This is an optimization exercise on Yosys and OpenROAD, whose aim is small area, a short achievable clock period and few clock cycles, not a production implementation.
RTL that was checked went through simulation tests only; none was proved equivalent to the original.
Power is estimated from default activity; no workload was simulated.

## before
==> module param_regs, before the edit <==
module param_regs (
    input  logic               clk,
    input  logic               rst_n,
    input  logic               param_wr_en,
    input  logic [1:0]         param_wr_sel,
    input  logic [7:0]         param_wr_addr,
    input  logic [31:0]        param_wr_data,
    input  logic [1:0]         w_o,
    input  logic [2:0]         w_c,
    output logic signed [7:0]  w_byte,
    input  logic [1:0]         f_o,
    output logic [31:0]        f_bias,
    output logic [15:0]        f_m,
    input  logic [1:0]         r_o,
    output logic [4:0]         f_s,
    output logic               f_v,
    output logic [15:0]        g_m,
    output logic [4:0]         g_s,
    output logic               g_v
);
    logic [7:0]  w_mem [0:31];
    logic [31:0] b_mem [0:3];
    logic [15:0] m_mem [0:3];
    logic [4:0]  s_mem [0:3];
    logic [15:0] gm_q;
    logic [4:0]  gs_q;
    logic [7:0]  wv;
    logic [3:0]  bv;
    logic [3:0]  rv;
    logic        gv;
    logic        wr_q;
    logic [1:0]  sel_q;
    logic        w_ok, o_ok;
    logic [2:0]  a_q;
    logic [31:0] d_q;
    always_ff @(posedge clk or negedge rst_n) begin
        if (!rst_n) wr_q <= 1'b0;
        else        wr_q <= param_wr_en;
    end
    always_ff @(posedge clk) begin
        sel_q <= param_wr_sel;
        w_ok  <= param_wr_addr < 8'd8;
        o_ok  <= param_wr_addr < 8'd4;
        a_q   <= param_wr_addr[2:0];
        d_q   <= param_wr_data;
    end
    always_ff @(posedge clk) begin
        if (wr_q) begin
            case (sel_q)
                2'd0: if (w_ok) for (int l = 0; l < 4; l++) w_mem[{a_q, 2'(l)}] <= d_q[8*l +: 8];
                2'd1: if (o_ok) begin
                    m_mem[a_q[1:0]] <= d_q[15:0];
                    s_mem[a_q[1:0]] <= d_q[20:16];
                end
                2'd2: if (o_ok) b_mem[a_q[1:0]] <= d_q;
                default: begin
                    gm_q <= d_q[15:0];
                    gs_q <= d_q[20:16];
                end
            endcase
        end
    end
    always_ff @(posedge clk or negedge rst_n) begin
        if (!rst_n) begin
            wv <= '0;
            bv <= '0;
            rv <= '0;
            gv <= 1'b0;
        end else if (wr_q) begin
            case (sel_q)
                2'd0: if (w_ok) wv[a_q] <= 1'b1;
                2'd1: if (o_ok) rv[a_q[1:0]] <= 1'b1;
                2'd2: if (o_ok) bv[a_q[1:0]] <= 1'b1;
                default: gv <= 1'b1;
            endcase
        end
    end
    assign w_byte = wv[{w_o, w_c[2]}] ? w_mem[{w_o, w_c}] : 8'd0;
    assign f_bias = bv[f_o] ? b_mem[f_o] : 32'd0;
    assign f_m    = m_mem[f_o];
    assign f_s    = s_mem[r_o];
    assign f_v    = rv[r_o];
    assign g_m    = gm_q;
    assign g_s    = gs_q;
    assign g_v    = gv;
endmodule
export LEC_CHECK = 0
export CAP_MARGIN = 50
export CORE_MARGIN = 2
export CORE_UTILIZATION = 40
export SLEW_MARGIN = 70
create_clock -name core_clock -period 15.0 [get_ports {clk}]
standard.sh (not shown) runs the stock make flow with config.mk's settings and CLKGATE_MAP_FILE= SYNTH_SCRIPT=/design/flow/synth_recipe.tcl, a recipe that flattens the netlist after the stock synthesis.
==> flow/flow/run.sh <==
#!/bin/bash
# The standard layout (the standard.sh: ORFS synthesis through finish), with two knobs
# changed: ports are buffered with buf_4 instead of the cell buffer_ports picks by default, and
# repair_timing aims for a setup slack of 10.6 ns at the design's 15 ns clock.
# Each run's full output goes to flow_make.log in the work folder.
set -euo pipefail
bash standard.sh SETUP_SLACK_MARGIN=10.6 "BUFFER_PORTS_ARGS=-buffer_cell sky130_fd_sc_hd__buf_4" finish > flow_make.log 2>&1
before completed; timing, DRC and antenna clean
Inputs modified between before and after:
==> flow/design.v, changed modules only <==
module param_regs (
    input  logic               clk,
    input  logic               rst_n,
    input  logic               param_wr_en,
    input  logic [1:0]         param_wr_sel,
    input  logic [7:0]         param_wr_addr,
    input  logic [31:0]        param_wr_data,
    input  logic [1:0]         w_o,
    input  logic [2:0]         w_c,
    output logic signed [7:0]  w_byte,
    input  logic [1:0]         f_o,
    output logic [31:0]        f_bias,
    output logic [15:0]        f_m,
    input  logic [1:0]         r_o,
    output logic [4:0]         f_s,
    output logic               f_v,
    output logic [15:0]        g_m,
    output logic [4:0]         g_s,
    output logic               g_v
);
    logic [7:0]  w_mem [0:31];
    logic [31:0] b_mem [0:3];
    logic [15:0] m_mem [0:3];
    logic [4:0]  s_mem [0:3];
    logic [15:0] gm_q;
    logic [4:0]  gs_q;
    logic [7:0]  wv;
    logic [3:0]  bv;
    logic [3:0]  rv;
    logic        gv;
    logic w_ok, o_ok;
    assign w_ok = param_wr_addr < 8'd8;
    assign o_ok = param_wr_addr < 8'd4;
    always_ff @(posedge clk) begin
        if (param_wr_en) begin
            case (param_wr_sel)
                2'd0: if (w_ok) for (int l = 0; l < 4; l++) w_mem[{param_wr_addr[2:0], 2'(l)}] <= param_wr_data[8*l +: 8];
                2'd1: if (o_ok) begin
                    m_mem[param_wr_addr[1:0]] <= param_wr_data[15:0];
                    s_mem[param_wr_addr[1:0]] <= param_wr_data[20:16];
                end
                2'd2: if (o_ok) b_mem[param_wr_addr[1:0]] <= param_wr_data;
                default: begin
                    gm_q <= param_wr_data[15:0];
                    gs_q <= param_wr_data[20:16];
                end
            endcase
        end
    end
    always_ff @(posedge clk or negedge rst_n) begin
        if (!rst_n) begin
            wv <= '0;
            bv <= '0;
            rv <= '0;
            gv <= 1'b0;
        end else if (param_wr_en) begin
            case (param_wr_sel)
                2'd0: if (w_ok) wv[param_wr_addr[2:0]] <= 1'b1;
                2'd1: if (o_ok) rv[param_wr_addr[1:0]] <= 1'b1;
                2'd2: if (o_ok) bv[param_wr_addr[1:0]] <= 1'b1;
                default: gv <= 1'b1;
            endcase
        end
    end
    assign w_byte = wv[{w_o, w_c[2]}] ? w_mem[{w_o, w_c}] : 8'd0;
    assign f_bias = bv[f_o] ? b_mem[f_o] : 32'd0;
    assign f_m    = m_mem[f_o];
    assign f_s    = s_mem[r_o];
    assign f_v    = rv[r_o];
    assign g_m    = gm_q;
    assign g_s    = gs_q;
    assign g_v    = gv;
endmodule
The run showing the smaller total wire length is before.
Register-to-register slack ended up 0.07 ns higher on after than on before.
Count of placed standard cells including taps went down slightly going from before to after.
Relative to before, the synthesized cell count measured on after has decreased slightly.
Proportion of power drawn by flip-flops and latches: after > before
Worst hold margin in after is 0.0031 ns above before.
First-pass GRT wire length in after vs before: up 1900 um
A slowest stage cell on the critical path of edfxtp_1 is what before shows, while or3_4 belongs to after.
Compared to before, after has sequential cell count about 4% lower.
[after vs before] power density relative to cell area: lower in after
Setup WNS before -> after: worse
No run of this note included a check of the RTL's function; only the layout flow was run.

* * *

Another version of the RTL of gap_fc_top (not shown whole).
For scale: about 3300 cells after synthesis, ~120 I/O pins.
clock: 15.0 ns
lec_check: 0
cap_margin: 50
core_margin: 2
core_utilization: 40
slew_margin: 70
Scripts as last shown in full above: flow/flow/run.sh
Testbench counts at the start, summed over its fixed seeds: cycles 25,392.
Then changed:
--- a/flow/design.v
+++ b/flow/design.v
@@ -409,17 +409,17 @@
         for (int k = 0; k < 4; k++) begin
             d = (k == 0) ? {w_q[1:0], 1'b0} : w_q[2*k+1 -: 3];
             case (d)
                 3'b001, 3'b010, 3'b101, 3'b110: m = {pooled[7], pooled};
                 3'b011, 3'b100:                 m = {pooled, 1'b0};
                 default:                        m = 9'd0;
             endcase
             if (d[2] && !(d[1] && d[0])) m = ~m;
-            bp[k] = {{10{m[8]}}, m} << (2 * k);
+            bp[k] = 19'($signed(m)) << (2 * k);
             nb[2*k]   = d[2] && !(d[1] && d[0]);
             nb[2*k+1] = 1'b0;
         end
         nb[18:8] = '0;
         c1s = bp[0] ^ bp[1] ^ bp[2];
         c1c = {(bp[0][17:0] & bp[1][17:0]) | (bp[0][17:0] & bp[2][17:0]) | (bp[1][17:0] & bp[2][17:0]), 1'b0};
         c2s = c1s ^ c1c ^ bp[3];
         c2c = {(c1s[17:0] & c1c[17:0]) | (c1s[17:0] & bp[3][17:0]) | (c1c[17:0] & bp[3][17:0]), 1'b0};
Outcome:
- The new run went through all stages and came out clean
- via count stays the same
- first-iteration DRC count stays the same
- wire length is unchanged
- design area does not change
- setup slack stays the same
- combinational power is about the same
- sequential cell count is unchanged
- non-clock buffer count is unchanged
- critical path depth is unchanged
- clock power barely changes
- total power is unchanged
- die area stays the same
- register-to-register slack stays flat
- count of clock-buffer cells in the layout does not change
No functional check of the RTL was part of the second run of this note.

* * *

Setup of old:
Another version of the RTL of gap_fc_top (not shown whole).
Size: ~900 flip-flops, ~43000 um^2 of cells after synthesis.
export LEC_CHECK = 0
export CAP_MARGIN = 50
export CORE_MARGIN = 2
export CORE_UTILIZATION = 40
export CTS_CLUSTER_DIAMETER = 120
export CTS_CLUSTER_SIZE = 22
export SLEW_MARGIN = 70
create_clock -name core_clock -period 15.0 [get_ports {clk}]
Scripts as last shown in full above: flow/flow/run.sh
Input-level comparison between new and old:
--- a/flow/design.v
+++ b/flow/design.v
@@ -387,23 +387,22 @@
             w_gap <= e_gap;
             w_pre <= e_pre;
             w_oo  <= e_o;
         end
     end
     always_ff @(posedge clk or negedge rst_n) begin
         if (!rst_n) w_v <= 1'b0;
         else        w_v <= e_busy && (e_step == 2'd3);
     end
     logic signed [7:0]  pooled;
     logic signed [7:0]  w_q;
-    logic [2:0]  p_c;          
     logic [18:0] ps_q, pc_q;
     logic [18:0] bp [0:3];
     logic [18:0] nb;
     logic [18:0] c1s, c1c, c2s, c2c, c3s, c3c;
     logic [18:0] a_s, a_x, a_y;
     logic [18:0] acc_in;
     always_comb begin
         logic [2:0] d;
         logic [8:0] m;
         for (int k = 0; k < 4; k++) begin
             d = (k == 0) ? {w_q[1:0], 1'b0} : w_q[2*k+1 -: 3];
@@ -424,43 +423,44 @@
         c2c = {(c1s[17:0] & c1c[17:0]) | (c1s[17:0] & bp[3][17:0]) | (c1c[17:0] & bp[3][17:0]), 1'b0};
         c3s = c2s ^ c2c ^ nb;
         c3c = {(c2s[17:0] & c2c[17:0]) | (c2s[17:0] & nb[17:0]) | (c2c[17:0] & nb[17:0]), 1'b0};
     end
     logic [18:0] q [0:3];
     logic [1:0]  ph;
     logic [1:0]  sidx;         
     logic [2:0]  m_c;
     logic        f_busy;
     logic [1:0]  f_n;
     logic        f_go;
-    logic        p_v;
+    logic        p_v, p_first, p_last;
     assign a_s    = (a_v && a_first) ? 19'd0 : q[0];
     assign a_x    = a_s ^ ps_q ^ pc_q;
     assign a_y    = {(a_s[17:0] & ps_q[17:0]) | (a_s[17:0] & pc_q[17:0]) | (ps_q[17:0] & pc_q[17:0]), 1'b0};
     assign acc_in = a_x + a_y;
     logic [1:0]  f_cnt;
     logic        f_start;
     assign f_start = (w_v && w_gap && !(w_pre && pre)) || (pv_hold && !pre);
     assign f_go    = f_start || f_busy;
     assign f_cnt  = f_busy ? f_n : 2'd0;
-    assign w_o    = ph + 2'd1;
-    assign w_c    = p_c;
-    assign w_q    = w_byte;
+    assign w_o    = ph + 2'd2;
+    assign w_c    = m_c;
     assign s_sel  = q[sidx];
     always_ff @(posedge clk) begin
         if (w_v && w_gap) pooled <= y;
-        p_c     <= m_c;
+        w_q     <= w_byte;
+        p_first <= m_c == 3'd0;
+        p_last  <= m_c == 3'd7;
         ps_q    <= p_v ? c3s : 19'd0;
         pc_q    <= p_v ? c3c : 19'd0;
-        a_first <= p_c == 3'd0;
-        a_last  <= p_c == 3'd7;
+        a_first <= p_first;
+        a_last  <= p_last;
         q[0]    <= q[1];
         q[1]    <= q[2];
         q[2]    <= q[3];
         q[3]    <= acc_in;
     end
     always_ff @(posedge clk or negedge rst_n) begin
         if (!rst_n) begin
             ph      <= '0;
             sidx    <= '0;
             fin     <= '0;
             f_busy  <= 1'b0;
### Flow results
- In the metrics for old and new, the one carrying the lower detailed-routing wirelength on met1 is new.
- NOTE: growth of design area from synthesis to finish in new falls short of that of old
- new vs old, time the worst path needs with I/O delays and setup went up by 0.024 ns.
- [new vs old] first-pass GRT wire length: lower in new
- Compared with old, new shows a lower placed wire-length estimate after detailed placement.
- Post-route antenna net violation count: old vs new — no meaningful difference
- Internal power consumption shrinks by a few percent when moving from old to new.
- Going from old to new, total power consumption of the routed design shrinks by 6.4%.
- Re synthesized cell count: old was lower than new.
- Diff old and new: period utilization lower in old
Testbench counts of new, summed over its fixed seeds: cycles 25,244.
Function not checked in old: the RTL went through the layout flow alone.

[port drivers added, routing unchanged]
How much do the figures lean on ideal ports? The routed layouts below were timed once more, with nothing changed but the port constraints. Step 1 sets driving cells, clkbuf_16 on the clock port and buf_2 on the other inputs (assumed; they add their load-dependent delay and slew). Step 2 times the ports against the registers' clock, not the clock port: input delays grow and output delays shrink by t, the midpoint of the rising clock arrivals with the driver on. Slacks: no drivers / after step 1 / after step 2; pairs: no drivers / after step 1.
run | t (ns) | setup slack, ns | clock arrival spread, ns | worst data-port slew with drivers (ns)
before | 0.721 | 10.671 / 10.605 / 10.477 | 0.052 / 0.052 | 0.08
after | 0.740 | 10.663 / 10.599 / 9.968 | 0.043 / 0.043 | 0.07
the first run of note 2 | 0.732 | 10.653 / 10.587 / 10.542 | 0.039 / 0.039 | 0.08
the second run of note 2 | 0.732 | 10.653 / 10.587 / 10.542 | 0.039 / 0.039 | 0.08
old | 0.708 | 10.649 / 10.619 / 9.981 | 0.037 / 0.037 | 0.06
new | 0.692 | 10.625 / 10.627 / 9.978 | 0.058 / 0.058 | 0.05
After both steps setup and hold are still met in every run listed. The setup slack of after, which loses most, moves by -0.064 ns with the drivers and by -0.695 ns with both steps.
